Background: an optimization exercise with open tools, aiming at small area, a short achievable clock period and few clock cycles per item. Do not read the settings as production practice. The RTL was checked by simulation tests, not by an equivalence proof against the original design. Power and IR drop assume default switching activity.

==> flow/config.mk <==
export PLATFORM = sky130hd
export DESIGN_NAME = scalar_kalman_filter
export DESIGN_NICKNAME = scalar_kalman_filter
export VERILOG_FILES = /design/flow/design.v
export SDC_FILE = /design/flow/constraint.sdc
export NUM_CORES = 4
export LEC_CHECK = 0
export ABC_AREA = 1
export CAP_MARGIN = 20
export CORE_MARGIN = 2
export CORE_UTILIZATION = 55
export SETUP_SLACK_MARGIN = 0.4
export SLEW_MARGIN = 20
==> flow/constraint.sdc <==
create_clock -name core_clock -period 5.0 [get_ports {clk_i}]
set_input_delay 1.0000 -clock core_clock [delete_from_list [all_inputs] [get_ports {clk_i}]]
set_output_delay 1.0000 -clock core_clock [all_outputs]
set_load 0.01 [all_outputs]
==> flow/design.v <==
package skf_pkg;
  localparam int unsigned SampleW  = 16;
  localparam int unsigned EstW     = 32;
  localparam int unsigned CovW     = 32;
  localparam int unsigned FracW    = 24;
  localparam int unsigned CfgIdxW  = 2;
  localparam int unsigned CfgDataW = 32;
  localparam logic [CfgIdxW-1:0] CFG_PROCESS_NOISE      = 2'd0;
  localparam logic [CfgIdxW-1:0] CFG_MEASUREMENT_NOISE  = 2'd1;
  localparam logic [CfgIdxW-1:0] CFG_INITIAL_COVARIANCE = 2'd2;
  localparam logic [CovW-1:0] ProcessNoiseRst      = 32'd16777;
  localparam logic [CovW-1:0] MeasurementNoiseRst  = 32'd9110028;
  localparam logic [CovW-1:0] InitialCovarianceRst = 32'd335544;
endpackage
module skf_bk32 (
  input  logic [31:0] a,
  input  logic [31:0] b,
  input  logic ci,
  output logic [31:0] s,
  output logic co
);
  logic [31:0] p0, g0;
  assign p0 = a ^ b;
  assign g0 = a & b;
  logic gc0;
  assign gc0 = g0[0] | (p0[0] & ci);
  logic gg1, pp1;
  assign gg1 = g0[1] | (p0[1] & gc0);
  assign pp1 = p0[1] & p0[0];
  logic gg2, pp2;
  assign gg2 = g0[3] | (p0[3] & g0[2]);
  assign pp2 = p0[3] & p0[2];
  logic gg3, pp3;
  assign gg3 = g0[5] | (p0[5] & g0[4]);
  assign pp3 = p0[5] & p0[4];
  logic gg4, pp4;
  assign gg4 = g0[7] | (p0[7] & g0[6]);
  assign pp4 = p0[7] & p0[6];
  logic gg5, pp5;
  assign gg5 = g0[9] | (p0[9] & g0[8]);
  assign pp5 = p0[9] & p0[8];
  logic gg6, pp6;
  assign gg6 = g0[11] | (p0[11] & g0[10]);
  assign pp6 = p0[11] & p0[10];
  logic gg7, pp7;
  assign gg7 = g0[13] | (p0[13] & g0[12]);
  assign pp7 = p0[13] & p0[12];
  logic gg8, pp8;
  assign gg8 = g0[15] | (p0[15] & g0[14]);
  assign pp8 = p0[15] & p0[14];
  logic gg9, pp9;
  assign gg9 = g0[17] | (p0[17] & g0[16]);
  assign pp9 = p0[17] & p0[16];
  logic gg10, pp10;
  assign gg10 = g0[19] | (p0[19] & g0[18]);
  assign pp10 = p0[19] & p0[18];
  logic gg11, pp11;
  assign gg11 = g0[21] | (p0[21] & g0[20]);
  assign pp11 = p0[21] & p0[20];
  logic gg12, pp12;
  assign gg12 = g0[23] | (p0[23] & g0[22]);
  assign pp12 = p0[23] & p0[22];
  logic gg13, pp13;
  assign gg13 = g0[25] | (p0[25] & g0[24]);
  assign pp13 = p0[25] & p0[24];
  logic gg14, pp14;
  assign gg14 = g0[27] | (p0[27] & g0[26]);
  assign pp14 = p0[27] & p0[26];
  logic gg15, pp15;
  assign gg15 = g0[29] | (p0[29] & g0[28]);
  assign pp15 = p0[29] & p0[28];
  logic gg16, pp16;
  assign gg16 = g0[31] | (p0[31] & g0[30]);
  assign pp16 = p0[31] & p0[30];
  logic gg17, pp17;
  assign gg17 = gg2 | (pp2 & gg1);
  assign pp17 = pp2 & pp1;
  logic gg18, pp18;
  assign gg18 = gg4 | (pp4 & gg3);
  assign pp18 = pp4 & pp3;
  logic gg19, pp19;
  assign gg19 = gg6 | (pp6 & gg5);
  assign pp19 = pp6 & pp5;
  logic gg20, pp20;
  assign gg20 = gg8 | (pp8 & gg7);
  assign pp20 = pp8 & pp7;
  logic gg21, pp21;
  assign gg21 = gg10 | (pp10 & gg9);
  assign pp21 = pp10 & pp9;
  logic gg22, pp22;
  assign gg22 = gg12 | (pp12 & gg11);
  assign pp22 = pp12 & pp11;
  logic gg23, pp23;
  assign gg23 = gg14 | (pp14 & gg13);
  assign pp23 = pp14 & pp13;
  logic gg24, pp24;
  assign gg24 = gg16 | (pp16 & gg15);
  assign pp24 = pp16 & pp15;
  logic gg25, pp25;
  assign gg25 = gg18 | (pp18 & gg17);
  assign pp25 = pp18 & pp17;
  logic gg26, pp26;
  assign gg26 = gg20 | (pp20 & gg19);
  assign pp26 = pp20 & pp19;
  logic gg27, pp27;
  assign gg27 = gg22 | (pp22 & gg21);
  assign pp27 = pp22 & pp21;
  logic gg28, pp28;
  assign gg28 = gg24 | (pp24 & gg23);
  assign pp28 = pp24 & pp23;
  logic gg29, pp29;
  assign gg29 = gg26 | (pp26 & gg25);
  assign pp29 = pp26 & pp25;
  logic gg30, pp30;
  assign gg30 = gg28 | (pp28 & gg27);
  assign pp30 = pp28 & pp27;
  logic gg31, pp31;
  assign gg31 = gg30 | (pp30 & gg29);
  assign pp31 = pp30 & pp29;
  logic gg32, pp32;
  assign gg32 = gg27 | (pp27 & gg29);
  assign pp32 = pp27 & pp29;
  logic gg33, pp33;
  assign gg33 = gg19 | (pp19 & gg25);
  assign pp33 = pp19 & pp25;
  logic gg34, pp34;
  assign gg34 = gg21 | (pp21 & gg29);
  assign pp34 = pp21 & pp29;
  logic gg35, pp35;
  assign gg35 = gg23 | (pp23 & gg32);
  assign pp35 = pp23 & pp32;
  logic gg36, pp36;
  assign gg36 = gg3 | (pp3 & gg17);
  assign pp36 = pp3 & pp17;
  logic gg37, pp37;
  assign gg37 = gg5 | (pp5 & gg25);
  assign pp37 = pp5 & pp25;
  logic gg38, pp38;
  assign gg38 = gg7 | (pp7 & gg33);
  assign pp38 = pp7 & pp33;
  logic gg39, pp39;
  assign gg39 = gg9 | (pp9 & gg29);
  assign pp39 = pp9 & pp29;
  logic gg40, pp40;
  assign gg40 = gg11 | (pp11 & gg34);
  assign pp40 = pp11 & pp34;
  logic gg41, pp41;
  assign gg41 = gg13 | (pp13 & gg32);
  assign pp41 = pp13 & pp32;
  logic gg42, pp42;
  assign gg42 = gg15 | (pp15 & gg35);
  assign pp42 = pp15 & pp35;
  logic gg43, pp43;
  assign gg43 = g0[2] | (p0[2] & gg1);
  assign pp43 = p0[2] & pp1;
  logic gg44, pp44;
  assign gg44 = g0[4] | (p0[4] & gg17);
  assign pp44 = p0[4] & pp17;
  logic gg45, pp45;
  assign gg45 = g0[6] | (p0[6] & gg36);
  assign pp45 = p0[6] & pp36;
  logic gg46, pp46;
  assign gg46 = g0[8] | (p0[8] & gg25);
  assign pp46 = p0[8] & pp25;
  logic gg47, pp47;
  assign gg47 = g0[10] | (p0[10] & gg37);
  assign pp47 = p0[10] & pp37;
  logic gg48, pp48;
  assign gg48 = g0[12] | (p0[12] & gg33);
  assign pp48 = p0[12] & pp33;
  logic gg49, pp49;
  assign gg49 = g0[14] | (p0[14] & gg38);
  assign pp49 = p0[14] & pp38;
  logic gg50, pp50;
  assign gg50 = g0[16] | (p0[16] & gg29);
  assign pp50 = p0[16] & pp29;
  logic gg51, pp51;
  assign gg51 = g0[18] | (p0[18] & gg39);
  assign pp51 = p0[18] & pp39;
  logic gg52, pp52;
  assign gg52 = g0[20] | (p0[20] & gg34);
  assign pp52 = p0[20] & pp34;
  logic gg53, pp53;
  assign gg53 = g0[22] | (p0[22] & gg40);
  assign pp53 = p0[22] & pp40;
  logic gg54, pp54;
  assign gg54 = g0[24] | (p0[24] & gg32);
  assign pp54 = p0[24] & pp32;
  logic gg55, pp55;
  assign gg55 = g0[26] | (p0[26] & gg41);
  assign pp55 = p0[26] & pp41;
  logic gg56, pp56;
  assign gg56 = g0[28] | (p0[28] & gg35);
  assign pp56 = p0[28] & pp35;
  logic gg57, pp57;
  assign gg57 = g0[30] | (p0[30] & gg42);
  assign pp57 = p0[30] & pp42;
  logic [32:0] c;
  assign c[0] = ci;
  assign c[1] = gc0;
  assign c[2] = gg1;
  assign c[3] = gg43;
  assign c[4] = gg17;
  assign c[5] = gg44;
  assign c[6] = gg36;
  assign c[7] = gg45;
  assign c[8] = gg25;
  assign c[9] = gg46;
  assign c[10] = gg37;
  assign c[11] = gg47;
  assign c[12] = gg33;
  assign c[13] = gg48;
  assign c[14] = gg38;
  assign c[15] = gg49;
  assign c[16] = gg29;
  assign c[17] = gg50;
  assign c[18] = gg39;
  assign c[19] = gg51;
  assign c[20] = gg34;
  assign c[21] = gg52;
  assign c[22] = gg40;
  assign c[23] = gg53;
  assign c[24] = gg32;
  assign c[25] = gg54;
  assign c[26] = gg41;
  assign c[27] = gg55;
  assign c[28] = gg35;
  assign c[29] = gg56;
  assign c[30] = gg42;
  assign c[31] = gg57;
  assign c[32] = gg31;
  assign s  = p0 ^ c[31:0];
  assign co = c[32];
endmodule
module skf_bk34 (
  input  logic [33:0] a,
  input  logic [33:0] b,
  input  logic ci,
  output logic [33:0] s,
  output logic co
);
  logic [33:0] p0, g0;
  assign p0 = a ^ b;
  assign g0 = a & b;
  logic gc0;
  assign gc0 = g0[0] | (p0[0] & ci);
  logic gg1, pp1;
  assign gg1 = g0[1] | (p0[1] & gc0);
  assign pp1 = p0[1] & p0[0];
  logic gg2, pp2;
  assign gg2 = g0[3] | (p0[3] & g0[2]);
  assign pp2 = p0[3] & p0[2];
  logic gg3, pp3;
  assign gg3 = g0[5] | (p0[5] & g0[4]);
  assign pp3 = p0[5] & p0[4];
  logic gg4, pp4;
  assign gg4 = g0[7] | (p0[7] & g0[6]);
  assign pp4 = p0[7] & p0[6];
  logic gg5, pp5;
  assign gg5 = g0[9] | (p0[9] & g0[8]);
  assign pp5 = p0[9] & p0[8];
  logic gg6, pp6;
  assign gg6 = g0[11] | (p0[11] & g0[10]);
  assign pp6 = p0[11] & p0[10];
  logic gg7, pp7;
  assign gg7 = g0[13] | (p0[13] & g0[12]);
  assign pp7 = p0[13] & p0[12];
  logic gg8, pp8;
  assign gg8 = g0[15] | (p0[15] & g0[14]);
  assign pp8 = p0[15] & p0[14];
  logic gg9, pp9;
  assign gg9 = g0[17] | (p0[17] & g0[16]);
  assign pp9 = p0[17] & p0[16];
  logic gg10, pp10;
  assign gg10 = g0[19] | (p0[19] & g0[18]);
  assign pp10 = p0[19] & p0[18];
  logic gg11, pp11;
  assign gg11 = g0[21] | (p0[21] & g0[20]);
  assign pp11 = p0[21] & p0[20];
  logic gg12, pp12;
  assign gg12 = g0[23] | (p0[23] & g0[22]);
  assign pp12 = p0[23] & p0[22];
  logic gg13, pp13;
  assign gg13 = g0[25] | (p0[25] & g0[24]);
  assign pp13 = p0[25] & p0[24];
  logic gg14, pp14;
  assign gg14 = g0[27] | (p0[27] & g0[26]);
  assign pp14 = p0[27] & p0[26];
  logic gg15, pp15;
  assign gg15 = g0[29] | (p0[29] & g0[28]);
  assign pp15 = p0[29] & p0[28];
  logic gg16, pp16;
  assign gg16 = g0[31] | (p0[31] & g0[30]);
  assign pp16 = p0[31] & p0[30];
  logic gg17, pp17;
  assign gg17 = g0[33] | (p0[33] & g0[32]);
  assign pp17 = p0[33] & p0[32];
  logic gg18, pp18;
  assign gg18 = gg2 | (pp2 & gg1);
  assign pp18 = pp2 & pp1;
  logic gg19, pp19;
  assign gg19 = gg4 | (pp4 & gg3);
  assign pp19 = pp4 & pp3;
  logic gg20, pp20;
  assign gg20 = gg6 | (pp6 & gg5);
  assign pp20 = pp6 & pp5;
  logic gg21, pp21;
  assign gg21 = gg8 | (pp8 & gg7);
  assign pp21 = pp8 & pp7;
  logic gg22, pp22;
  assign gg22 = gg10 | (pp10 & gg9);
  assign pp22 = pp10 & pp9;
  logic gg23, pp23;
  assign gg23 = gg12 | (pp12 & gg11);
  assign pp23 = pp12 & pp11;
  logic gg24, pp24;
  assign gg24 = gg14 | (pp14 & gg13);
  assign pp24 = pp14 & pp13;
  logic gg25, pp25;
  assign gg25 = gg16 | (pp16 & gg15);
  assign pp25 = pp16 & pp15;
  logic gg26, pp26;
  assign gg26 = gg19 | (pp19 & gg18);
  assign pp26 = pp19 & pp18;
  logic gg27, pp27;
  assign gg27 = gg21 | (pp21 & gg20);
  assign pp27 = pp21 & pp20;
  logic gg28, pp28;
  assign gg28 = gg23 | (pp23 & gg22);
  assign pp28 = pp23 & pp22;
  logic gg29, pp29;
  assign gg29 = gg25 | (pp25 & gg24);
  assign pp29 = pp25 & pp24;
  logic gg30, pp30;
  assign gg30 = gg27 | (pp27 & gg26);
  assign pp30 = pp27 & pp26;
  logic gg31, pp31;
  assign gg31 = gg29 | (pp29 & gg28);
  assign pp31 = pp29 & pp28;
  logic gg32, pp32;
  assign gg32 = gg31 | (pp31 & gg30);
  assign pp32 = pp31 & pp30;
  logic gg33, pp33;
  assign gg33 = gg28 | (pp28 & gg30);
  assign pp33 = pp28 & pp30;
  logic gg34, pp34;
  assign gg34 = gg20 | (pp20 & gg26);
  assign pp34 = pp20 & pp26;
  logic gg35, pp35;
  assign gg35 = gg22 | (pp22 & gg30);
  assign pp35 = pp22 & pp30;
  logic gg36, pp36;
  assign gg36 = gg24 | (pp24 & gg33);
  assign pp36 = pp24 & pp33;
  logic gg37, pp37;
  assign gg37 = gg3 | (pp3 & gg18);
  assign pp37 = pp3 & pp18;
  logic gg38, pp38;
  assign gg38 = gg5 | (pp5 & gg26);
  assign pp38 = pp5 & pp26;
  logic gg39, pp39;
  assign gg39 = gg7 | (pp7 & gg34);
  assign pp39 = pp7 & pp34;
  logic gg40, pp40;
  assign gg40 = gg9 | (pp9 & gg30);
  assign pp40 = pp9 & pp30;
  logic gg41, pp41;
  assign gg41 = gg11 | (pp11 & gg35);
  assign pp41 = pp11 & pp35;
  logic gg42, pp42;
  assign gg42 = gg13 | (pp13 & gg33);
  assign pp42 = pp13 & pp33;
  logic gg43, pp43;
  assign gg43 = gg15 | (pp15 & gg36);
  assign pp43 = pp15 & pp36;
  logic gg44, pp44;
  assign gg44 = gg17 | (pp17 & gg32);
  assign pp44 = pp17 & pp32;
  logic gg45, pp45;
  assign gg45 = g0[2] | (p0[2] & gg1);
  assign pp45 = p0[2] & pp1;
  logic gg46, pp46;
  assign gg46 = g0[4] | (p0[4] & gg18);
  assign pp46 = p0[4] & pp18;
  logic gg47, pp47;
  assign gg47 = g0[6] | (p0[6] & gg37);
  assign pp47 = p0[6] & pp37;
  logic gg48, pp48;
  assign gg48 = g0[8] | (p0[8] & gg26);
  assign pp48 = p0[8] & pp26;
  logic gg49, pp49;
  assign gg49 = g0[10] | (p0[10] & gg38);
  assign pp49 = p0[10] & pp38;
  logic gg50, pp50;
  assign gg50 = g0[12] | (p0[12] & gg34);
  assign pp50 = p0[12] & pp34;
  logic gg51, pp51;
  assign gg51 = g0[14] | (p0[14] & gg39);
  assign pp51 = p0[14] & pp39;
  logic gg52, pp52;
  assign gg52 = g0[16] | (p0[16] & gg30);
  assign pp52 = p0[16] & pp30;
  logic gg53, pp53;
  assign gg53 = g0[18] | (p0[18] & gg40);
  assign pp53 = p0[18] & pp40;
  logic gg54, pp54;
  assign gg54 = g0[20] | (p0[20] & gg35);
  assign pp54 = p0[20] & pp35;
  logic gg55, pp55;
  assign gg55 = g0[22] | (p0[22] & gg41);
  assign pp55 = p0[22] & pp41;
  logic gg56, pp56;
  assign gg56 = g0[24] | (p0[24] & gg33);
  assign pp56 = p0[24] & pp33;
  logic gg57, pp57;
  assign gg57 = g0[26] | (p0[26] & gg42);
  assign pp57 = p0[26] & pp42;
  logic gg58, pp58;
  assign gg58 = g0[28] | (p0[28] & gg36);
  assign pp58 = p0[28] & pp36;
  logic gg59, pp59;
  assign gg59 = g0[30] | (p0[30] & gg43);
  assign pp59 = p0[30] & pp43;
  logic gg60, pp60;
  assign gg60 = g0[32] | (p0[32] & gg32);
  assign pp60 = p0[32] & pp32;
  logic [34:0] c;
  assign c[0] = ci;
  assign c[1] = gc0;
  assign c[2] = gg1;
  assign c[3] = gg45;
  assign c[4] = gg18;
  assign c[5] = gg46;
  assign c[6] = gg37;
  assign c[7] = gg47;
  assign c[8] = gg26;
  assign c[9] = gg48;
  assign c[10] = gg38;
  assign c[11] = gg49;
  assign c[12] = gg34;
  assign c[13] = gg50;
  assign c[14] = gg39;
  assign c[15] = gg51;
  assign c[16] = gg30;
  assign c[17] = gg52;
  assign c[18] = gg40;
  assign c[19] = gg53;
  assign c[20] = gg35;
  assign c[21] = gg54;
  assign c[22] = gg41;
  assign c[23] = gg55;
  assign c[24] = gg33;
  assign c[25] = gg56;
  assign c[26] = gg42;
  assign c[27] = gg57;
  assign c[28] = gg36;
  assign c[29] = gg58;
  assign c[30] = gg43;
  assign c[31] = gg59;
  assign c[32] = gg32;
  assign c[33] = gg60;
  assign c[34] = gg44;
  assign s  = p0 ^ c[33:0];
  assign co = c[34];
endmodule
module skf_bk35 (
  input  logic [34:0] a,
  input  logic [34:0] b,
  input  logic ci,
  output logic [34:0] s,
  output logic co
);
  logic [34:0] p0, g0;
  assign p0 = a ^ b;
  assign g0 = a & b;
  logic gc0;
  assign gc0 = g0[0] | (p0[0] & ci);
  logic gg1, pp1;
  assign gg1 = g0[1] | (p0[1] & gc0);
  assign pp1 = p0[1] & p0[0];
  logic gg2, pp2;
  assign gg2 = g0[3] | (p0[3] & g0[2]);
  assign pp2 = p0[3] & p0[2];
  logic gg3, pp3;
  assign gg3 = g0[5] | (p0[5] & g0[4]);
  assign pp3 = p0[5] & p0[4];
  logic gg4, pp4;
  assign gg4 = g0[7] | (p0[7] & g0[6]);
  assign pp4 = p0[7] & p0[6];
  logic gg5, pp5;
  assign gg5 = g0[9] | (p0[9] & g0[8]);
  assign pp5 = p0[9] & p0[8];
  logic gg6, pp6;
  assign gg6 = g0[11] | (p0[11] & g0[10]);
  assign pp6 = p0[11] & p0[10];
  logic gg7, pp7;
  assign gg7 = g0[13] | (p0[13] & g0[12]);
  assign pp7 = p0[13] & p0[12];
  logic gg8, pp8;
  assign gg8 = g0[15] | (p0[15] & g0[14]);
  assign pp8 = p0[15] & p0[14];
  logic gg9, pp9;
  assign gg9 = g0[17] | (p0[17] & g0[16]);
  assign pp9 = p0[17] & p0[16];
  logic gg10, pp10;
  assign gg10 = g0[19] | (p0[19] & g0[18]);
  assign pp10 = p0[19] & p0[18];
  logic gg11, pp11;
  assign gg11 = g0[21] | (p0[21] & g0[20]);
  assign pp11 = p0[21] & p0[20];
  logic gg12, pp12;
  assign gg12 = g0[23] | (p0[23] & g0[22]);
  assign pp12 = p0[23] & p0[22];
  logic gg13, pp13;
  assign gg13 = g0[25] | (p0[25] & g0[24]);
  assign pp13 = p0[25] & p0[24];
  logic gg14, pp14;
  assign gg14 = g0[27] | (p0[27] & g0[26]);
  assign pp14 = p0[27] & p0[26];
  logic gg15, pp15;
  assign gg15 = g0[29] | (p0[29] & g0[28]);
  assign pp15 = p0[29] & p0[28];
  logic gg16, pp16;
  assign gg16 = g0[31] | (p0[31] & g0[30]);
  assign pp16 = p0[31] & p0[30];
  logic gg17, pp17;
  assign gg17 = g0[33] | (p0[33] & g0[32]);
  assign pp17 = p0[33] & p0[32];
  logic gg18, pp18;
  assign gg18 = gg2 | (pp2 & gg1);
  assign pp18 = pp2 & pp1;
  logic gg19, pp19;
  assign gg19 = gg4 | (pp4 & gg3);
  assign pp19 = pp4 & pp3;
  logic gg20, pp20;
  assign gg20 = gg6 | (pp6 & gg5);
  assign pp20 = pp6 & pp5;
  logic gg21, pp21;
  assign gg21 = gg8 | (pp8 & gg7);
  assign pp21 = pp8 & pp7;
  logic gg22, pp22;
  assign gg22 = gg10 | (pp10 & gg9);
  assign pp22 = pp10 & pp9;
  logic gg23, pp23;
  assign gg23 = gg12 | (pp12 & gg11);
  assign pp23 = pp12 & pp11;
  logic gg24, pp24;
  assign gg24 = gg14 | (pp14 & gg13);
  assign pp24 = pp14 & pp13;
  logic gg25, pp25;
  assign gg25 = gg16 | (pp16 & gg15);
  assign pp25 = pp16 & pp15;
  logic gg26, pp26;
  assign gg26 = gg19 | (pp19 & gg18);
  assign pp26 = pp19 & pp18;
  logic gg27, pp27;
  assign gg27 = gg21 | (pp21 & gg20);
  assign pp27 = pp21 & pp20;
  logic gg28, pp28;
  assign gg28 = gg23 | (pp23 & gg22);
  assign pp28 = pp23 & pp22;
  logic gg29, pp29;
  assign gg29 = gg25 | (pp25 & gg24);
  assign pp29 = pp25 & pp24;
  logic gg30, pp30;
  assign gg30 = gg27 | (pp27 & gg26);
  assign pp30 = pp27 & pp26;
  logic gg31, pp31;
  assign gg31 = gg29 | (pp29 & gg28);
  assign pp31 = pp29 & pp28;
  logic gg32, pp32;
  assign gg32 = gg31 | (pp31 & gg30);
  assign pp32 = pp31 & pp30;
  logic gg33, pp33;
  assign gg33 = gg28 | (pp28 & gg30);
  assign pp33 = pp28 & pp30;
  logic gg34, pp34;
  assign gg34 = gg20 | (pp20 & gg26);
  assign pp34 = pp20 & pp26;
  logic gg35, pp35;
  assign gg35 = gg22 | (pp22 & gg30);
  assign pp35 = pp22 & pp30;
  logic gg36, pp36;
  assign gg36 = gg24 | (pp24 & gg33);
  assign pp36 = pp24 & pp33;
  logic gg37, pp37;
  assign gg37 = gg3 | (pp3 & gg18);
  assign pp37 = pp3 & pp18;
  logic gg38, pp38;
  assign gg38 = gg5 | (pp5 & gg26);
  assign pp38 = pp5 & pp26;
  logic gg39, pp39;
  assign gg39 = gg7 | (pp7 & gg34);
  assign pp39 = pp7 & pp34;
  logic gg40, pp40;
  assign gg40 = gg9 | (pp9 & gg30);
  assign pp40 = pp9 & pp30;
  logic gg41, pp41;
  assign gg41 = gg11 | (pp11 & gg35);
  assign pp41 = pp11 & pp35;
  logic gg42, pp42;
  assign gg42 = gg13 | (pp13 & gg33);
  assign pp42 = pp13 & pp33;
  logic gg43, pp43;
  assign gg43 = gg15 | (pp15 & gg36);
  assign pp43 = pp15 & pp36;
  logic gg44, pp44;
  assign gg44 = gg17 | (pp17 & gg32);
  assign pp44 = pp17 & pp32;
  logic gg45, pp45;
  assign gg45 = g0[2] | (p0[2] & gg1);
  assign pp45 = p0[2] & pp1;
  logic gg46, pp46;
  assign gg46 = g0[4] | (p0[4] & gg18);
  assign pp46 = p0[4] & pp18;
  logic gg47, pp47;
  assign gg47 = g0[6] | (p0[6] & gg37);
  assign pp47 = p0[6] & pp37;
  logic gg48, pp48;
  assign gg48 = g0[8] | (p0[8] & gg26);
  assign pp48 = p0[8] & pp26;
  logic gg49, pp49;
  assign gg49 = g0[10] | (p0[10] & gg38);
  assign pp49 = p0[10] & pp38;
  logic gg50, pp50;
  assign gg50 = g0[12] | (p0[12] & gg34);
  assign pp50 = p0[12] & pp34;
  logic gg51, pp51;
  assign gg51 = g0[14] | (p0[14] & gg39);
  assign pp51 = p0[14] & pp39;
  logic gg52, pp52;
  assign gg52 = g0[16] | (p0[16] & gg30);
  assign pp52 = p0[16] & pp30;
  logic gg53, pp53;
  assign gg53 = g0[18] | (p0[18] & gg40);
  assign pp53 = p0[18] & pp40;
  logic gg54, pp54;
  assign gg54 = g0[20] | (p0[20] & gg35);
  assign pp54 = p0[20] & pp35;
  logic gg55, pp55;
  assign gg55 = g0[22] | (p0[22] & gg41);
  assign pp55 = p0[22] & pp41;
  logic gg56, pp56;
  assign gg56 = g0[24] | (p0[24] & gg33);
  assign pp56 = p0[24] & pp33;
  logic gg57, pp57;
  assign gg57 = g0[26] | (p0[26] & gg42);
  assign pp57 = p0[26] & pp42;
  logic gg58, pp58;
  assign gg58 = g0[28] | (p0[28] & gg36);
  assign pp58 = p0[28] & pp36;
  logic gg59, pp59;
  assign gg59 = g0[30] | (p0[30] & gg43);
  assign pp59 = p0[30] & pp43;
  logic gg60, pp60;
  assign gg60 = g0[32] | (p0[32] & gg32);
  assign pp60 = p0[32] & pp32;
  logic gg61, pp61;
  assign gg61 = g0[34] | (p0[34] & gg44);
  assign pp61 = p0[34] & pp44;
  logic [35:0] c;
  assign c[0] = ci;
  assign c[1] = gc0;
  assign c[2] = gg1;
  assign c[3] = gg45;
  assign c[4] = gg18;
  assign c[5] = gg46;
  assign c[6] = gg37;
  assign c[7] = gg47;
  assign c[8] = gg26;
  assign c[9] = gg48;
  assign c[10] = gg38;
  assign c[11] = gg49;
  assign c[12] = gg34;
  assign c[13] = gg50;
  assign c[14] = gg39;
  assign c[15] = gg51;
  assign c[16] = gg30;
  assign c[17] = gg52;
  assign c[18] = gg40;
  assign c[19] = gg53;
  assign c[20] = gg35;
  assign c[21] = gg54;
  assign c[22] = gg41;
  assign c[23] = gg55;
  assign c[24] = gg33;
  assign c[25] = gg56;
  assign c[26] = gg42;
  assign c[27] = gg57;
  assign c[28] = gg36;
  assign c[29] = gg58;
  assign c[30] = gg43;
  assign c[31] = gg59;
  assign c[32] = gg32;
  assign c[33] = gg60;
  assign c[34] = gg44;
  assign c[35] = gg61;
  assign s  = p0 ^ c[34:0];
  assign co = c[35];
endmodule
module skf_bk36 (
  input  logic [35:0] a,
  input  logic [35:0] b,
  input  logic ci,
  output logic [35:0] s,
  output logic co
);
  logic [35:0] p0, g0;
  assign p0 = a ^ b;
  assign g0 = a & b;
  logic gc0;
  assign gc0 = g0[0] | (p0[0] & ci);
  logic gg1, pp1;
  assign gg1 = g0[1] | (p0[1] & gc0);
  assign pp1 = p0[1] & p0[0];
  logic gg2, pp2;
  assign gg2 = g0[3] | (p0[3] & g0[2]);
  assign pp2 = p0[3] & p0[2];
  logic gg3, pp3;
  assign gg3 = g0[5] | (p0[5] & g0[4]);
  assign pp3 = p0[5] & p0[4];
  logic gg4, pp4;
  assign gg4 = g0[7] | (p0[7] & g0[6]);
  assign pp4 = p0[7] & p0[6];
  logic gg5, pp5;
  assign gg5 = g0[9] | (p0[9] & g0[8]);
  assign pp5 = p0[9] & p0[8];
  logic gg6, pp6;
  assign gg6 = g0[11] | (p0[11] & g0[10]);
  assign pp6 = p0[11] & p0[10];
  logic gg7, pp7;
  assign gg7 = g0[13] | (p0[13] & g0[12]);
  assign pp7 = p0[13] & p0[12];
  logic gg8, pp8;
  assign gg8 = g0[15] | (p0[15] & g0[14]);
  assign pp8 = p0[15] & p0[14];
  logic gg9, pp9;
  assign gg9 = g0[17] | (p0[17] & g0[16]);
  assign pp9 = p0[17] & p0[16];
  logic gg10, pp10;
  assign gg10 = g0[19] | (p0[19] & g0[18]);
  assign pp10 = p0[19] & p0[18];
  logic gg11, pp11;
  assign gg11 = g0[21] | (p0[21] & g0[20]);
  assign pp11 = p0[21] & p0[20];
  logic gg12, pp12;
  assign gg12 = g0[23] | (p0[23] & g0[22]);
  assign pp12 = p0[23] & p0[22];
  logic gg13, pp13;
  assign gg13 = g0[25] | (p0[25] & g0[24]);
  assign pp13 = p0[25] & p0[24];
  logic gg14, pp14;
  assign gg14 = g0[27] | (p0[27] & g0[26]);
  assign pp14 = p0[27] & p0[26];
  logic gg15, pp15;
  assign gg15 = g0[29] | (p0[29] & g0[28]);
  assign pp15 = p0[29] & p0[28];
  logic gg16, pp16;
  assign gg16 = g0[31] | (p0[31] & g0[30]);
  assign pp16 = p0[31] & p0[30];
  logic gg17, pp17;
  assign gg17 = g0[33] | (p0[33] & g0[32]);
  assign pp17 = p0[33] & p0[32];
  logic gg18, pp18;
  assign gg18 = g0[35] | (p0[35] & g0[34]);
  assign pp18 = p0[35] & p0[34];
  logic gg19, pp19;
  assign gg19 = gg2 | (pp2 & gg1);
  assign pp19 = pp2 & pp1;
  logic gg20, pp20;
  assign gg20 = gg4 | (pp4 & gg3);
  assign pp20 = pp4 & pp3;
  logic gg21, pp21;
  assign gg21 = gg6 | (pp6 & gg5);
  assign pp21 = pp6 & pp5;
  logic gg22, pp22;
  assign gg22 = gg8 | (pp8 & gg7);
  assign pp22 = pp8 & pp7;
  logic gg23, pp23;
  assign gg23 = gg10 | (pp10 & gg9);
  assign pp23 = pp10 & pp9;
  logic gg24, pp24;
  assign gg24 = gg12 | (pp12 & gg11);
  assign pp24 = pp12 & pp11;
  logic gg25, pp25;
  assign gg25 = gg14 | (pp14 & gg13);
  assign pp25 = pp14 & pp13;
  logic gg26, pp26;
  assign gg26 = gg16 | (pp16 & gg15);
  assign pp26 = pp16 & pp15;
  logic gg27, pp27;
  assign gg27 = gg18 | (pp18 & gg17);
  assign pp27 = pp18 & pp17;
  logic gg28, pp28;
  assign gg28 = gg20 | (pp20 & gg19);
  assign pp28 = pp20 & pp19;
  logic gg29, pp29;
  assign gg29 = gg22 | (pp22 & gg21);
  assign pp29 = pp22 & pp21;
  logic gg30, pp30;
  assign gg30 = gg24 | (pp24 & gg23);
  assign pp30 = pp24 & pp23;
  logic gg31, pp31;
  assign gg31 = gg26 | (pp26 & gg25);
  assign pp31 = pp26 & pp25;
  logic gg32, pp32;
  assign gg32 = gg29 | (pp29 & gg28);
  assign pp32 = pp29 & pp28;
  logic gg33, pp33;
  assign gg33 = gg31 | (pp31 & gg30);
  assign pp33 = pp31 & pp30;
  logic gg34, pp34;
  assign gg34 = gg33 | (pp33 & gg32);
  assign pp34 = pp33 & pp32;
  logic gg35, pp35;
  assign gg35 = gg30 | (pp30 & gg32);
  assign pp35 = pp30 & pp32;
  logic gg36, pp36;
  assign gg36 = gg21 | (pp21 & gg28);
  assign pp36 = pp21 & pp28;
  logic gg37, pp37;
  assign gg37 = gg23 | (pp23 & gg32);
  assign pp37 = pp23 & pp32;
  logic gg38, pp38;
  assign gg38 = gg25 | (pp25 & gg35);
  assign pp38 = pp25 & pp35;
  logic gg39, pp39;
  assign gg39 = gg27 | (pp27 & gg34);
  assign pp39 = pp27 & pp34;
  logic gg40, pp40;
  assign gg40 = gg3 | (pp3 & gg19);
  assign pp40 = pp3 & pp19;
  logic gg41, pp41;
  assign gg41 = gg5 | (pp5 & gg28);
  assign pp41 = pp5 & pp28;
  logic gg42, pp42;
  assign gg42 = gg7 | (pp7 & gg36);
  assign pp42 = pp7 & pp36;
  logic gg43, pp43;
  assign gg43 = gg9 | (pp9 & gg32);
  assign pp43 = pp9 & pp32;
  logic gg44, pp44;
  assign gg44 = gg11 | (pp11 & gg37);
  assign pp44 = pp11 & pp37;
  logic gg45, pp45;
  assign gg45 = gg13 | (pp13 & gg35);
  assign pp45 = pp13 & pp35;
  logic gg46, pp46;
  assign gg46 = gg15 | (pp15 & gg38);
  assign pp46 = pp15 & pp38;
  logic gg47, pp47;
  assign gg47 = gg17 | (pp17 & gg34);
  assign pp47 = pp17 & pp34;
  logic gg48, pp48;
  assign gg48 = g0[2] | (p0[2] & gg1);
  assign pp48 = p0[2] & pp1;
  logic gg49, pp49;
  assign gg49 = g0[4] | (p0[4] & gg19);
  assign pp49 = p0[4] & pp19;
  logic gg50, pp50;
  assign gg50 = g0[6] | (p0[6] & gg40);
  assign pp50 = p0[6] & pp40;
  logic gg51, pp51;
  assign gg51 = g0[8] | (p0[8] & gg28);
  assign pp51 = p0[8] & pp28;
  logic gg52, pp52;
  assign gg52 = g0[10] | (p0[10] & gg41);
  assign pp52 = p0[10] & pp41;
  logic gg53, pp53;
  assign gg53 = g0[12] | (p0[12] & gg36);
  assign pp53 = p0[12] & pp36;
  logic gg54, pp54;
  assign gg54 = g0[14] | (p0[14] & gg42);
  assign pp54 = p0[14] & pp42;
  logic gg55, pp55;
  assign gg55 = g0[16] | (p0[16] & gg32);
  assign pp55 = p0[16] & pp32;
  logic gg56, pp56;
  assign gg56 = g0[18] | (p0[18] & gg43);
  assign pp56 = p0[18] & pp43;
  logic gg57, pp57;
  assign gg57 = g0[20] | (p0[20] & gg37);
  assign pp57 = p0[20] & pp37;
  logic gg58, pp58;
  assign gg58 = g0[22] | (p0[22] & gg44);
  assign pp58 = p0[22] & pp44;
  logic gg59, pp59;
  assign gg59 = g0[24] | (p0[24] & gg35);
  assign pp59 = p0[24] & pp35;
  logic gg60, pp60;
  assign gg60 = g0[26] | (p0[26] & gg45);
  assign pp60 = p0[26] & pp45;
  logic gg61, pp61;
  assign gg61 = g0[28] | (p0[28] & gg38);
  assign pp61 = p0[28] & pp38;
  logic gg62, pp62;
  assign gg62 = g0[30] | (p0[30] & gg46);
  assign pp62 = p0[30] & pp46;
  logic gg63, pp63;
  assign gg63 = g0[32] | (p0[32] & gg34);
  assign pp63 = p0[32] & pp34;
  logic gg64, pp64;
  assign gg64 = g0[34] | (p0[34] & gg47);
  assign pp64 = p0[34] & pp47;
  logic [36:0] c;
  assign c[0] = ci;
  assign c[1] = gc0;
  assign c[2] = gg1;
  assign c[3] = gg48;
  assign c[4] = gg19;
  assign c[5] = gg49;
  assign c[6] = gg40;
  assign c[7] = gg50;
  assign c[8] = gg28;
  assign c[9] = gg51;
  assign c[10] = gg41;
  assign c[11] = gg52;
  assign c[12] = gg36;
  assign c[13] = gg53;
  assign c[14] = gg42;
  assign c[15] = gg54;
  assign c[16] = gg32;
  assign c[17] = gg55;
  assign c[18] = gg43;
  assign c[19] = gg56;
  assign c[20] = gg37;
  assign c[21] = gg57;
  assign c[22] = gg44;
  assign c[23] = gg58;
  assign c[24] = gg35;
  assign c[25] = gg59;
  assign c[26] = gg45;
  assign c[27] = gg60;
  assign c[28] = gg38;
  assign c[29] = gg61;
  assign c[30] = gg46;
  assign c[31] = gg62;
  assign c[32] = gg34;
  assign c[33] = gg63;
  assign c[34] = gg47;
  assign c[35] = gg64;
  assign c[36] = gg39;
  assign s  = p0 ^ c[35:0];
  assign co = c[36];
endmodule
module scalar_kalman_filter (
  input  logic                          clk_i,
  input  logic                          rst_ni,
  input  logic                          sample_valid_i,
  output logic                          sample_ready_o,
  input  logic [skf_pkg::SampleW-1:0]   sample_i,
  output logic                          estimate_valid_o,
  input  logic                          estimate_ready_i,
  output logic [skf_pkg::EstW-1:0]      estimate_o,
  input  logic                          cfg_valid_i,
  output logic                          cfg_ready_o,
  input  logic [skf_pkg::CfgIdxW-1:0]   cfg_index_i,
  input  logic [skf_pkg::CfgDataW-1:0]  cfg_data_i
);
  logic [31:0] q_q, r_q, p_q;
  logic [31:0] x_q;
  logic        out_valid_q;
  logic        bvalid_q;
  logic [15:0] b_q;
  localparam int S_IDLE = 0, S_DEN = 1, S_DIV = 2, S_ACC = 3, S_FIN = 4;
  logic [4:0]  pst_q;
  logic [3:0]  pcnt_q;
  logic [31:0] pp_q, den_q, rem_q;
  logic [24:0] qr_q;
  logic [34:0] a_q;        
  logic [20:0] us_q, uc_q;  
  logic        zero_q;
  logic        qvalid_q;    
  logic        conv_q;      
  logic        chk_q;       
  localparam logic [1:0] X_IDLE = 2'd0, X_MUL = 2'd1, X_FIN = 2'd2;
  logic [1:0]  xst_q;
  logic        xstep_q;     
  logic [32:0] d_q;
  logic [20:0] bsel_q;      
  logic        xfin_q;      
  logic [37:0] as_q, ac_q;  
  logic        cy_q;        
  logic [33:0] alu_a, alu_b, alu_s;
  logic [31:0] alu_sat;
  logic        alu_ci;
  logic [33:0] f_a, f_b, f_c, f_s, f_c2;
  assign f_a  = {2'b00, pp_q};
  assign f_b  = ~{2'b00, us_q, a_q[34:24]};
  assign f_c  = ~{2'b00, uc_q, 11'd0};
  assign f_s  = f_a ^ f_b ^ f_c;
  assign f_c2 = {((f_a[32:0] & f_b[32:0]) | (f_a[32:0] & f_c[32:0]) | (f_b[32:0] & f_c[32:0])), 1'b1};
  assign alu_a  = ({34{pst_q[S_IDLE]}} & {2'b00, p_q}) |
                  ({34{pst_q[S_DEN]}}  & {2'b00, pp_q}) |
                  ({34{pst_q[S_FIN]}}  & f_s);
  assign alu_b  = ({34{pst_q[S_IDLE]}} & {2'b00, q_q}) |
                  ({34{pst_q[S_DEN]}}  & {2'b00, r_q}) |
                  ({34{pst_q[S_FIN]}}  & f_c2);
  assign alu_ci = pst_q[S_FIN] & (a_q[23:0] == 24'd0);
  assign alu_s  = alu_a + alu_b + {33'd0, alu_ci};
  assign alu_sat = alu_s[32] ? 32'hFFFF_FFFF : alu_s[31:0];
  logic int_bit, zero_n;
  assign zero_n  = (pp_q == 32'd0) && (r_q == 32'd0);
  assign int_bit = ((r_q == 32'd0) || (pp_q == 32'hFFFF_FFFF)) && !zero_n;
  logic peq, start;
  assign peq   = chk_q && (den_q == p_q);
  assign start = pst_q[S_IDLE] && bvalid_q && !qvalid_q && !conv_q && !peq;
  logic [33:0] rem4;
  logic [34:0] s1, s2, s3, t_x, t_y, t_z, t_s, t_c;
  logic [35:0] t_sum;
  logic [1:0]  qd;
  logic [31:0] rem_n;
  assign rem4  = {rem_q, 2'b00};
  skf_bk35 u_s1 (.a({1'b0, rem4}), .b(~{3'b000, den_q}), .ci(1'b1), .s(s1), .co());
  skf_bk35 u_s2 (.a({1'b0, rem4}), .b(~{2'b00, den_q, 1'b0}), .ci(1'b1), .s(s2), .co());
  assign t_x   = {1'b0, rem4};
  assign t_y   = ~{2'b00, den_q, 1'b0};
  assign t_z   = ~{3'b000, den_q};
  assign t_s   = t_x ^ t_y ^ t_z;
  assign t_c   = (t_x & t_y) | (t_x & t_z) | (t_y & t_z);
  skf_bk36 u_s3 (.a({t_s, 1'b1}), .b({t_c[33:0], 2'b11}), .ci(1'b0), .s(t_sum), .co());
  assign s3    = t_sum[35:1];
  always_comb begin
    if (zero_q)        begin qd = 2'd0; rem_n = rem4[31:0]; end
    else if (!s3[34])  begin qd = 2'd3; rem_n = s3[31:0];   end
    else if (!s2[34])  begin qd = 2'd2; rem_n = s2[31:0];   end
    else if (!s1[34])  begin qd = 2'd1; rem_n = s1[31:0];   end
    else               begin qd = 2'd0; rem_n = rem4[31:0]; end
  end
  logic [34:0] ax, ay, az, as_, ac;
  logic [35:0] alo;
  assign ax  = {a_q[32:0], 2'b00};
  assign ay  = qr_q[1] ? {2'b00, pp_q, 1'b0} : 35'd0;
  assign az  = qr_q[0] ? {3'b000, pp_q} : 35'd0;
  assign as_ = ax ^ ay ^ az;
  assign ac  = (ax & ay) | (ax & az) | (ay & az);
  skf_bk36 u_alo (.a({1'b0, as_}), .b({ac, 1'b0}), .ci(1'b0), .s(alo), .co());
  logic        kready, fin_ok, dload;
  logic [32:0] r_s, r_c;
  logic        r_cy;
  logic [32:0] dl_a, dl_b, dl_c, dl_d, dl_s1, dl_c1, dl_s2, dl_c2;
  logic [33:0] dl_sum;
  logic [31:0] xa_s, xa_c;
  logic [31:0] x_n;
  assign kready = qvalid_q || conv_q;
  assign fin_ok = !out_valid_q || estimate_ready_i;
  assign dload  = bvalid_q && kready &&
                  ((xst_q == X_IDLE) || (xfin_q && fin_ok));
  assign r_s  = xfin_q ? as_q[32:0] : 33'd0;
  assign r_c  = xfin_q ? ac_q[32:0] : 33'd0;
  assign r_cy = xfin_q & cy_q;
  assign dl_a  = {b_q[15], b_q, 16'h0000};
  assign dl_b  = ~{x_q[31], x_q};
  assign dl_c  = ~r_s;
  assign dl_d  = ~r_c;
  assign dl_s1 = dl_a ^ dl_b ^ dl_c;
  assign dl_c1 = {((dl_a[31:0] & dl_b[31:0]) | (dl_a[31:0] & dl_c[31:0]) | (dl_b[31:0] & dl_c[31:0])), 1'b1};
  assign dl_s2 = dl_s1 ^ dl_c1 ^ dl_d;
  assign dl_c2 = {((dl_s1[31:0] & dl_c1[31:0]) | (dl_s1[31:0] & dl_d[31:0]) | (dl_c1[31:0] & dl_d[31:0])), 1'b1};
  skf_bk34 u_dadd (.a({1'b0, dl_s2}), .b({1'b0, dl_c2}), .ci(!r_cy), .s(dl_sum), .co());
  assign xa_s = x_q ^ as_q[31:0] ^ ac_q[31:0];
  assign xa_c = {((x_q[30:0] & as_q[30:0]) | (x_q[30:0] & ac_q[30:0]) | (as_q[30:0] & ac_q[30:0])), 1'b0};
  skf_bk32 u_xadd (.a(xa_s), .b(xa_c), .ci(cy_q), .s(x_n), .co());
  function automatic logic [20:0] booth7(input logic [13:0] k, input logic km1);
    logic [14:0] kk;
    kk = {k, km1};
    for (int i = 0; i < 7; i++) begin
      booth7[3*i+2] = kk[2*i+2] && !(kk[2*i+1] && kk[2*i]);
      booth7[3*i+1] = (kk[2*i+2] && !kk[2*i+1] && !kk[2*i]) ||
                      (!kk[2*i+2] && kk[2*i+1] && kk[2*i]);
      booth7[3*i]   = kk[2*i+1] ^ kk[2*i];
    end
  endfunction
  logic [20:0] bsel_lo, bsel_hi;
  always_comb begin
    bsel_lo = booth7({2'b00, qr_q[11:0]}, 1'b0);
    bsel_lo[20:18] = 3'b000;
    bsel_hi = booth7({1'b0, qr_q[24:12]}, qr_q[11]);
  end
  localparam int MW = 50;
  logic [MW-1:0] dw, pp [7];
  logic [6:0]    pneg;
  logic [MW-1:0] m_as, m_ac;
  logic [MW-1:0] l1as, l1ac, l1bs, l1bc, l1cs, l1cc, l2as, l2ac, l2bs, l2bc;
  logic [MW-1:0] l3s, l3c, vs, vc;
  logic [12:0]   lowsum;
  function automatic logic [MW-1:0] csa_s(input logic [MW-1:0] a, b, c);
    csa_s = a ^ b ^ c;
  endfunction
  function automatic logic [MW-1:0] csa_c(input logic [MW-1:0] a, b, c, input logic cin);
    csa_c = {((a[MW-2:0] & b[MW-2:0]) | (a[MW-2:0] & c[MW-2:0]) | (b[MW-2:0] & c[MW-2:0])), cin};
  endfunction
  always_comb begin
    dw = {{(MW-33){d_q[32]}}, d_q};
    for (int i = 0; i < 7; i++) begin
      logic [MW-1:0] m;
      m = ({MW{bsel_q[3*i]}} & dw) | ({MW{bsel_q[3*i+1]}} & {dw[MW-2:0], 1'b0});
      m = m ^ {MW{bsel_q[3*i+2]}};
      pneg[i] = bsel_q[3*i+2];
      pp[i] = (m << (2*i)) | ({MW{pneg[i]}} & ((MW'(1) << (2*i)) - MW'(1)));
    end
    m_as = xstep_q ? {{(MW-38){as_q[37]}}, as_q} : '0;
    m_ac = xstep_q ? {{(MW-38){ac_q[37]}}, ac_q} : '0;
    l1as = csa_s(m_as, m_ac, pp[0]);   l1ac = csa_c(m_as, m_ac, pp[0], pneg[0]);
    l1bs = csa_s(pp[1], pp[2], pp[3]); l1bc = csa_c(pp[1], pp[2], pp[3], pneg[1]);
    l1cs = csa_s(pp[4], pp[5], pp[6]); l1cc = csa_c(pp[4], pp[5], pp[6], pneg[2]);
    l2as = csa_s(l1as, l1ac, l1bs);    l2ac = csa_c(l1as, l1ac, l1bs, pneg[3]);
    l2bs = csa_s(l1bc, l1cs, l1cc);    l2bc = csa_c(l1bc, l1cs, l1cc, pneg[4]);
    l3s  = csa_s(l2as, l2ac, l2bs);    l3c  = csa_c(l2as, l2ac, l2bs, pneg[5]);
    vs   = csa_s(l3s, l3c, l2bc);      vc   = csa_c(l3s, l3c, l2bc, pneg[6]);
    lowsum = {1'b0, vs[11:0]} + {1'b0, vc[11:0]} + {12'd0, xstep_q & cy_q};
  end
  always_ff @(posedge clk_i or negedge rst_ni) begin
    if (!rst_ni) begin
      q_q         <= skf_pkg::ProcessNoiseRst;
      r_q         <= skf_pkg::MeasurementNoiseRst;
      p_q         <= skf_pkg::InitialCovarianceRst;
      x_q         <= '0;
      out_valid_q <= 1'b0;
      bvalid_q    <= 1'b0;
      pst_q       <= 5'b00001;
      pcnt_q      <= '0;
      qvalid_q    <= 1'b0;
      conv_q      <= 1'b0;
      chk_q       <= 1'b0;
      xst_q       <= X_IDLE;
      xfin_q      <= 1'b0;
      xstep_q     <= 1'b0;
    end else begin
      if (sample_valid_i && !bvalid_q) bvalid_q <= 1'b1;
      else if (dload)                  bvalid_q <= 1'b0;
      chk_q <= pst_q[S_FIN];
      if (peq) conv_q <= 1'b1;
      if (start) pst_q <= 5'b00010;
      if (pst_q[S_DEN]) begin
        pst_q  <= 5'b00100;
        pcnt_q <= '0;
      end
      if (pst_q[S_DIV]) begin
        pcnt_q <= pcnt_q + 4'd1;
        if (pcnt_q == 4'd11) begin
          pst_q    <= 5'b01000;
          qvalid_q <= 1'b1;
        end
      end
      if (pst_q[S_ACC]) pst_q <= 5'b10000;
      if (pst_q[S_FIN]) begin
        pst_q <= 5'b00001;
        p_q   <= alu_s[31:0];
      end
      if (dload && !(pst_q[S_DIV] && pcnt_q == 4'd11)) qvalid_q <= 1'b0;
      unique case (xst_q)
        X_IDLE: if (dload) begin xst_q <= X_MUL; xstep_q <= 1'b0; end
        X_MUL: begin
          xstep_q <= 1'b1;
          if (xstep_q) begin
            xst_q  <= X_FIN;
            xfin_q <= 1'b1;
          end
        end
        X_FIN: if (fin_ok) begin
          xfin_q  <= 1'b0;
          x_q     <= x_n;
          xst_q   <= dload ? X_MUL : X_IDLE;
          xstep_q <= 1'b0;
        end
        default: xst_q <= X_IDLE;
      endcase
      if (xst_q == X_FIN && fin_ok) out_valid_q <= 1'b1;
      else if (estimate_ready_i)     out_valid_q <= 1'b0;
      if (cfg_valid_i) begin
        unique case (cfg_index_i)
          skf_pkg::CFG_PROCESS_NOISE:      q_q <= cfg_data_i;
          skf_pkg::CFG_MEASUREMENT_NOISE:  r_q <= cfg_data_i;
          skf_pkg::CFG_INITIAL_COVARIANCE: p_q <= cfg_data_i;
          default: ;
        endcase
        if (cfg_index_i != 2'd3) begin
          conv_q   <= 1'b0;
          qvalid_q <= 1'b0;
        end
      end
    end
  end
  always_ff @(posedge clk_i) begin
    if (sample_valid_i && !bvalid_q) b_q <= sample_i;
    if (pst_q[S_IDLE]) pp_q <= alu_sat;
    if (pst_q[S_DEN]) begin
      den_q  <= alu_sat;
      zero_q <= zero_n;
    end else if (pst_q[S_FIN]) begin
      den_q  <= p_q;
    end
    rem_q <= pst_q[S_DEN] ? (int_bit ? 32'd0 : pp_q) : rem_n;
    if (pst_q[S_DEN])      qr_q <= {24'd0, int_bit};
    else if (pst_q[S_DIV]) qr_q <= {qr_q[22:0], qd};
    if (pst_q[S_DEN]) begin
      a_q  <= '0;
      us_q <= '0;
      uc_q <= '0;
    end else begin
      a_q  <= alo[34:0];
      us_q <= {us_q[18:0], a_q[34:33]};
      uc_q <= {uc_q[18:0], 1'b0, alo[35]};
    end
    if (dload) begin
      d_q    <= dl_sum[32:0];
      bsel_q <= bsel_lo;
    end else begin
      bsel_q <= bsel_hi;
    end
    if (xst_q == X_MUL) begin
      as_q <= vs[49:12];
      ac_q <= vc[49:12];
      cy_q <= lowsum[12];
    end
  end
  assign sample_ready_o   = !bvalid_q;
  assign cfg_ready_o      = 1'b1;
  assign estimate_valid_o = out_valid_q;
  assign estimate_o       = x_q;
endmodule
==> flow/run.sh <==
#!/bin/bash
# synth_recipe.tcl (not shown) runs the flow's synth.tcl, then flattens the netlist and writes it again
# the make line also repeats each setting of config.mk as NAME=value (left out here)
make -C /OpenROAD-flow-scripts/flow DESIGN_CONFIG=/design/flow/config.mk WORK_HOME=/design/flow/orfs CLKGATE_MAP_FILE= SYNTH_SCRIPT=/design/flow/synth_recipe.tcl finish
==> metrics.md, run 1 <==
| Metric | Value |
|---|---|
| Final Core Density | 0.604 |
| Slew HR | 0.305 |
| Main synth FF type | edfxtp_1 |
| #FFs+latches synth | between 400 and 500 |
| Filler cells | roughly 7.6k |
| Hold buffers post-CTS | 0 |
| Crit path cell chain | inv_2, o22ai_1, xor2_1, fa_1, inv_1, fa_1, fa_1, fa_1, inv_1, ha_1, a21oi_1, o21ai_0, a21oi_1, o21ai_0, nand3_1, nand2_1 |
| Distinct cell type count after synthesis | slightly above 60 |
| Async SR Flop Fraction | 0.305 |
| Fin. max-slew vios | 0 |
| Worst Skew | ~0.046 ns |
| Synth top area cells | fa_1 (23%), edfxtp_1 (12%), nand2_1 (9.3%) |
| Max stage delay cell, worst path | fa_1 |
| Clock Latency Late Sink | 0.67 ns |
| Pwr dens | between 500 and 600 mW/mm^2 |
| Worst-path clk slew | 0.06 ns |
| Worst Path Arrival | approximately 4.8 ns |
| CP most frequent cell | fa_1 |
| Worst path bufs/invs | 3 |
| Placement Setup Slack | roughly 0.40 ns |
| Vias | about 36k |
| Crit path launch type | flop |
| Slew at the pin closest to its max-slew limit | 1.04 ns |
| Max cap viols | 0 |
| Cts bufs inserted | a little under 60 |
| Die H | 293 um |
| Cell taking the most area after synthesis | fa_1 |
| Initial Util | 0.553 |
| Crit path capture type | flop |
| Post-Route Setup TNS | 0 ns |
| Fraction of synthesized cell area taken by the top area cell type | 0.232 |
| Worst path required time | 5.39 ns |
| Leakage dissipation | 24.8 nW |
| Fin crit period | between 4 and 5 ns |
| Final Hold Fails | 0 |
| Antenna violations before repair | 0 |
| Io pins | 90 |
| Seq/Total Area, Yosys | 0.265 |
| Syn Nets | ~6.3k |
| Setup ws final | 0.609 ns |
| Gr ovfl total | 0 |
| Slowest stage delay, CP | between 0.5 and 0.6 ns |
| CP Max Fanout | 8 |
| Mapped Cells | approximately 5.4k |
| Post-Route WL | roughly 140000 um |
| Final Hold Slack | roughly 0.38 ns |
| H-tree levels | 2 |
| DRC | 0 |
| Yosys warning count | 2 |
| Highest achievable clock rate | 228 MHz |
| Layout area overhead | 9.11% |
| Peak supply drop | 0.000482 V |
| Total global-route track usage | 0.325 |
| Top delay family on crit path | adder cells |
| Status | finished clean |
| Nets | around 6.3k |
| Full die area | 0.0861 sq mm |
| CTS tree | yes |
| Post-synth EDFFs | 189 |
| Largest net degree at the start of global routing | 76 |
| Setup violators final | 0 |
| Final Cycle Share | 0.878 |
| Hold Crit Class | in -> async |
| Ant. Diodes | 0 |
| Share of post-route cells with drive strength above 1 | 0.0561 |
| Mapped Avg Cell Area | about 8.5 sq um |
| DP HPWL | 107000 um |
| Core area | approximately 0.083 sq mm |
| Synth cell count leaders | nand2_1 (1146), inv_1 (1021), fa_1 (535), ha_1 (287), xor2_1 (278) |
| # rows | 106 |
| Clock Tree Root | clkbuf_16 |
| # clock sinks | 478 |
| DR vias/cell | approximately 5.5 |
| PortBufs | roughly 90 |
| Setup CP Type | reg -> reg |
| Global-route wire length before repair | between 200000 and 250000 um |
| Initial DRC count | between 2k and 2.5k |
| Vias in the first global route | roughly 37k |
| RSZ-0062 raised after global routing | no |
| Pre-Repair DR Iteration Count | 6 |
| Post-route ant nets | 0 |
| DR WL/cell | around 21 um |
| Netlist Area Pre-Place | 0.0461 sq mm |
| CTS Buffer Depth | 3 |
| Die Span X | roughly 300 um |
| Routability cong. | 0.963 |
| Top-count cell post-synth | nand2_1 |
-- cell usage in the layout (no fill, tap or decap), types with 12 or more instances in the layout --
| cell | netlist | final |
|---|---|---|
| clkbuf_16 | 0 | 64 |
| dfxtp_1 | 143 | 142 |
| o22ai_1 | 234 | 234 |
| clkdlybuf4s50_1 | 0 | 87 |
| nor2_1 | 274 | 270 |
| buf_4 | 10 | 76 |
| nand2_2 | 44 | 45 |
| a21o_1 | 12 | 12 |
| o211ai_1 | 37 | 37 |
| inv_2 | 9 | 12 |
| ha_1 | 287 | 287 |
| xor2_1 | 278 | 278 |
| dfrtp_1 | 123 | 118 |
| o21ai_1 | 29 | 30 |
| nand3_1 | 116 | 116 |
| nor3_1 | 20 | 20 |
| o21ai_0 | 193 | 191 |
| a21oi_1 | 199 | 199 |
| o21bai_1 | 15 | 15 |
| inv_1 | 1021 | 1018 |
| fa_1 | 535 | 535 |
| nor4_1 | 27 | 27 |
| xnor2_1 | 63 | 63 |
| dfstp_2 | 23 | 22 |
| edfxtp_1 | 189 | 189 |
| nand2_1 | 1146 | 1145 |
| nand4_1 | 31 | 31 |
| a31oi_1 | 25 | 24 |
-- stage by stage --
| step | instance area (sq um) | total power (W) | instances |
|---|---|---|---|
| floorplan | 46100 | 0.0184 | 5403 |
| global placement | 48100 | 0.0235 | 6424 |
| detailed placement | 48100 | 0.0238 | 6424 |
| CTS | 50200 | 0.0287 | 6535 |
| global route | 50300 | 0.0315 | 6538 |
| finish | 50300 | 0.0285 | 6538 |
-- worst register-to-register path, delay by kind of cell, from the launching register on --
kind	cells	cell delay, ns
adders and majority gates	5	2.38
AOI/OAI and AO/OA	5	0.66
DFF	1	0.50
buffers and inverters	3	0.27
xor gates and xnor gates	1	0.17
and+or+nand+nor	2	0.12
-- per-layer routing --
| layer | wire length [um] | track usage | share of wire | vias up |
|---|---|---|---|---|
| met5 | 0 | 0 | 0 | - |
| met4 | 8150 | 0.166 | 0.060 | 0 |
| met3 | 6710 | 0.0354 | 0.049 | 291 |
| met2 | 68500 | 0.568 | 0.50 | 1059 |
| met1 | 53200 | 0.399 | 0.39 | 17606 |
| li1 | - | - | - | 17077 |
-- path summary, 6_finish.rpt --
check | startpoint | endpoint | slack [ns] | cells past startpoint
worst max-delay path | d_q[0] | cy_q | 0.61 | 16
worst min-delay path | rst_ni | x_q[4] | 0.38 | 1
worst max register to register | d_q[0] | cy_q | 0.61 | 16
worst min register to register | us_q[13] | us_q[15] | 0.43 | 2
max in group asynchronous | rst_ni | r_q[23] | 3.55 | 2
min in group core_clock | us_q[13] | us_q[15] | 0.43 | 2
-- cell families after synthesis --
group                    Yosys count  share of synthesized area
AND/OR/NAND/NOR                 1680                      0.148
buffers and inverters           1261                      0.105
adder cells (fa/ha/maj)          822                      0.310
AO/OA/AOI/OAI                    820                      0.106
flip-flops                       478                      0.265
XOR/XNOR                         341                     0.0648
other                              1                  0.0000814
-- power by group --
group	switching [W]	internal, W	leakage, nW
Sequential	0.000779	0.00585	4.61
Clock	0.00192	0.00282	1.04
Combinational	0.00987	0.00722	19.2
-- repair_timing --
| action | 4_1_cts | 5_1_grt |
|---|---|---|
| resized for setup | 1 | 9 |
| setup endpoints to repair | 1 | 5 |
| buffers inserted | 0 | 2 |
-- sequential cells by signal (all words and copies together), names as in the netlist, 25 cells and up --
name and count:
r_q 32, x_q 32, p_q 32, qr_q 25
a_q 35, ac_q 37, as_q 36, d_q 33
rem_q 32, q_q 32, den_q 32, pp_q 32
-- area by class of cell --
class                   count  area [sq um]  share of cell area
multi-input cells        3664         29100               0.578
flip-flops and latches    478         12200               0.243
clock buffers              70          1670              0.0333
inverters                1033          3880              0.0772
clock inverters            41           477             0.00948
well taps                1080          1350              0.0269
repair buffers            172          1590              0.0316
Testbench counts, summed over its fixed seeds: cycles 38,079, items 4,800.
==> run 2, diff against run 1 <==
--- a/flow/design.v
+++ b/flow/design.v
@@ -980,7 +980,8 @@
   logic [20:0] bsel_q;      
   logic        xfin_q;      
   logic [37:0] as_q, ac_q;  
-  logic        cy_q;        
+  logic [11:0] ls_q, lc_q;  
+  logic        cp_q;        
   logic [33:0] alu_a, alu_b, alu_s;
   logic [31:0] alu_sat;
   logic        alu_ci;
@@ -1046,9 +1047,11 @@
   assign fin_ok = !out_valid_q || estimate_ready_i;
   assign dload  = bvalid_q && kready &&
                   ((xst_q == X_IDLE) || (xfin_q && fin_ok));
+  logic [12:0] lowsum;
+  assign lowsum = {1'b0, ls_q} + {1'b0, lc_q} + {12'd0, cp_q};
   assign r_s  = xfin_q ? as_q[32:0] : 33'd0;
   assign r_c  = xfin_q ? ac_q[32:0] : 33'd0;
-  assign r_cy = xfin_q & cy_q;
+  assign r_cy = xfin_q & lowsum[12];
   assign dl_a  = {b_q[15], b_q, 16'h0000};
   assign dl_b  = ~{x_q[31], x_q};
   assign dl_c  = ~r_s;
@@ -1060,7 +1063,7 @@
   skf_bk34 u_dadd (.a({1'b0, dl_s2}), .b({1'b0, dl_c2}), .ci(!r_cy), .s(dl_sum), .co());
   assign xa_s = x_q ^ as_q[31:0] ^ ac_q[31:0];
   assign xa_c = {((x_q[30:0] & as_q[30:0]) | (x_q[30:0] & ac_q[30:0]) | (as_q[30:0] & ac_q[30:0])), 1'b0};
-  skf_bk32 u_xadd (.a(xa_s), .b(xa_c), .ci(cy_q), .s(x_n), .co());
+  skf_bk32 u_xadd (.a(xa_s), .b(xa_c), .ci(lowsum[12]), .s(x_n), .co());
   function automatic logic [20:0] booth7(input logic [13:0] k, input logic km1);
     logic [14:0] kk;
     kk = {k, km1};
@@ -1083,7 +1086,6 @@
   logic [MW-1:0] m_as, m_ac;
   logic [MW-1:0] l1as, l1ac, l1bs, l1bc, l1cs, l1cc, l2as, l2ac, l2bs, l2bc;
   logic [MW-1:0] l3s, l3c, vs, vc;
-  logic [12:0]   lowsum;
   function automatic logic [MW-1:0] csa_s(input logic [MW-1:0] a, b, c);
     csa_s = a ^ b ^ c;
   endfunction
@@ -1108,7 +1110,6 @@
     l2bs = csa_s(l1bc, l1cs, l1cc);    l2bc = csa_c(l1bc, l1cs, l1cc, pneg[4]);
     l3s  = csa_s(l2as, l2ac, l2bs);    l3c  = csa_c(l2as, l2ac, l2bs, pneg[5]);
     vs   = csa_s(l3s, l3c, l2bc);      vc   = csa_c(l3s, l3c, l2bc, pneg[6]);
-    lowsum = {1'b0, vs[11:0]} + {1'b0, vc[11:0]} + {12'd0, xstep_q & cy_q};
   end
   always_ff @(posedge clk_i or negedge rst_ni) begin
     if (!rst_ni) begin
@@ -1212,7 +1213,9 @@
     if (xst_q == X_MUL) begin
       as_q <= vs[49:12];
       ac_q <= vc[49:12];
-      cy_q <= lowsum[12];
+      ls_q <= vs[11:0];
+      lc_q <= vc[11:0];
+      cp_q <= xstep_q & lowsum[12];
     end
   end
   assign sample_ready_o   = !bvalid_q;
--- a/flow/config.mk
+++ b/flow/config.mk
@@ -8,6 +8,6 @@
 export ABC_AREA = 1
 export CAP_MARGIN = 20
 export CORE_MARGIN = 2
-export CORE_UTILIZATION = 55
-export SETUP_SLACK_MARGIN = 0.4
+export CORE_UTILIZATION = 40
+export SETUP_SLACK_MARGIN = 0.5
 export SLEW_MARGIN = 20
==> run 2 against run 1 <==
  * Still clean
  * Sequential share of layout area up 0.83 points
  * Critical path depth up 10
  * Synthesized area up 1.2%
  * Combinational power about the same
  * Utilization down 16 points
  * Final area up 2.1%
  * Highest routed layer is now met5
==> metrics.md, run 2 <==
| Metric | Value |
|---|---|
| Status | finished clean |
| Distinct cell type count after synthesis | between 60 and 70 |
| Leakage dissipation | roughly 25 nW |
| Top reg by flops | ac_q |
| Netlist Area Pre-Place | roughly 0.047 sq mm |
| Commonest non-fill, non-tap cells in the layout | nand2_1 (1092), inv_1 (965), fa_1 (532), nor2_1 (318), ha_1 (285) |
| Hold Crit Class | in -> async |
| Setup CP Type | reg -> reg |
| DR vias/cell | around 5.2 |
| Ant. Diodes | 0 |
| Worst Path Arrival | around 4.8 ns |
| Die H | roughly 350 um |
| Clock Tree Root | clkbuf_16 |
| RSZ-0062 raised after global routing | yes |
| Seq/Total Area, Yosys | 0.277 |
| CTS tree | yes |
| Worst Skew | 0.0310 ns |
| CP Max Fanout | 4 |
| Crit path capture type | flop |
| Post-route ant nets | 0 |
| Post-synth EDFFs | 212 |
| Peak supply drop | 0.000471 V |
| Core area | approximately 0.12 sq mm |
| Slew at the pin closest to its max-slew limit | between 1 and 1.5 ns |
| Mapped Cells | about 5.4k |
| Final Core Density | 0.443 |
| Max cap viols | 0 |
| CP most frequent cell | nand2_2 |
| Post-Route WL | 136000 um |
| Full die area | roughly 0.12 sq mm |
| Worst R2R Setup Slack | approximately 0.70 ns |
| Synth top area cells | fa_1 (23%), edfxtp_1 (14%), nand2_1 (8.9%) |
| Global-route wire length before repair | around 220000 um |
| Top-count cell post-synth | nand2_1 |
| Largest net degree at the start of global routing | 100 |
| Initial Util | 0.402 |
| Crit path launch type | flop |
| Slowest stage delay, CP | 0.41 ns |
| Mapped Avg Cell Area | roughly 8.7 sq um |
| CTS Buffer Depth | 3 |
| Fraction of synthesized cell area taken by the top area cell type | 0.230 |
| Total global-route track usage | 0.230 |
| Vias | between 30k and 40k |
| Main synth FF type | edfxtp_1 |
| # clock sinks | approximately 500 |
| Max stage delay cell, worst path | edfxtp_1 |
| H-tree levels | 3 |
| PortBufs | 88 |
| # rows | about 130 |
| Cts bufs inserted | 66 |
| Antenna violations before repair | 2 |
| Die Span X | 345 um |
| Layout area overhead | 10.1% |
| Initial DRC count | ~2.8k |
| Top Registers | ac_q (37), as_q (36), a_q (35) |
| Fin crit period | 4.30 ns |
| Setup violators final | 0 |
| Final Hold Fails | 0 |
| Slew HR | 0.264 |
| Worst path required time | 5.53 ns |
| Fin. max-slew vios | 0 |
| Clock Latency Late Sink | around 0.66 ns |
| Worst-path clk slew | around 0.07 ns |
| Highest achievable clock rate | 233 MHz |
| Synth cell count leaders | nand2_1 (1102), inv_1 (968), fa_1 (535), nor2_1 (322), ha_1 (287) |
| DP HPWL | between 100000 and 150000 um |
| Syn Nets | about 6.3k |
| Post-Route Setup TNS | 0 ns |
| Filler cells | 11.4k |
| Cell taking the most area after synthesis | fa_1 |
| Yosys warning count | 2 |
## run 2: cell type report
cell class / count / area, sq um / share of cell area
repair buffers: 162 / 1520 / 0.0295
clock inverters: 30 / 290 / 0.00565
flip-flops and latches: 501 / 12900 / 0.252
inverters: 979 / 3690 / 0.0718
clock buffers: 89 / 1850 / 0.0361
multi-input cells: 3674 / 29200 / 0.568
well taps: 1524 / 1910 / 0.0371
## run 2: where the power goes
| part | internal, W | switching [W] |
|---|---|---|
| sequential | 0.00639 | 0.000788 |
| clock | 0.00282 | 0.00200 |
| combinational | 0.00717 | 0.00979 |
| total | 0.0164 | 0.0126 |
## run 2: cell families after synthesis
logic type,share of synthesized area
DFF,0.277
adders and majority gates,0.307
AOI/OAI and AO/OA,0.104
xor gates and xnor gates,0.0629
buffers and inverters,0.100
other,0.0000804
and+or+nand+nor,0.149
## run 2: per-stage QoR
stage	hold slack (ns)	instance area (sq um)	cells	setup slack (ns)	power [W]
global placement	0.422	49100	6838	0.0120	0.0236
CTS	0.291	51300	6957	0.476	0.0291
finish	0.317	51300	6959	0.704	0.0290
floorplan	0.352	46600	5385	0.733	0.0185
detailed placement	0.422	49100	6838	-0.0165	0.0240
global route	0.341	51300	6959	0.408	0.0320
## run 2: critical path: cells and delay by family (launching register included)
family	cells	cell delay, ns
compound gates	8	1.12
xor+xnor	3	0.52
flops	1	0.41
buf+inv	2	0.24
simple gates	9	0.68
fa+ha+maj	4	1.21
## run 2: final timing paths
check                      depth (start not counted)     from  endpoint
setup / recovery                                  26  ls_q[5]   x_q[31]
hold reg to reg                                    2  a_q[34]   us_q[1]
min in group core_clock                            2  a_q[34]   us_q[1]
hold / removal                                     1   rst_ni    x_q[4]
setup reg to reg                                  26  ls_q[5]   x_q[31]
max in group asynchronous                          2   rst_ni   r_q[26]
## run 2: metal layers
layer	part of all wire	up-vias	global-route usage
met5	0.000096	-	0
met4	0.035	2	0.0801
met3	0.053	226	0.0322
met2	0.49	1038	0.392
met1	0.42	17882	0.299
li1	-	17116	-
## run 2: timing repair
item	4_1_cts	5_1_grt
buffers inserted	0	2
setup endpoints to repair	7	19
gates resized for setup	9	22
pin swaps	3	13
Testbench counts of run 2, summed over its fixed seeds: cycles 38,079, items 4,800.

Setup slack of run 2, layout unchanged: 0.704 ns with ideal ports, 0.704 ns with driving cells assumed (clock clkbuf_16, inputs buf_2), 0.704 ns with port delays also shifted by the 0.718 ns mid clock arrival.
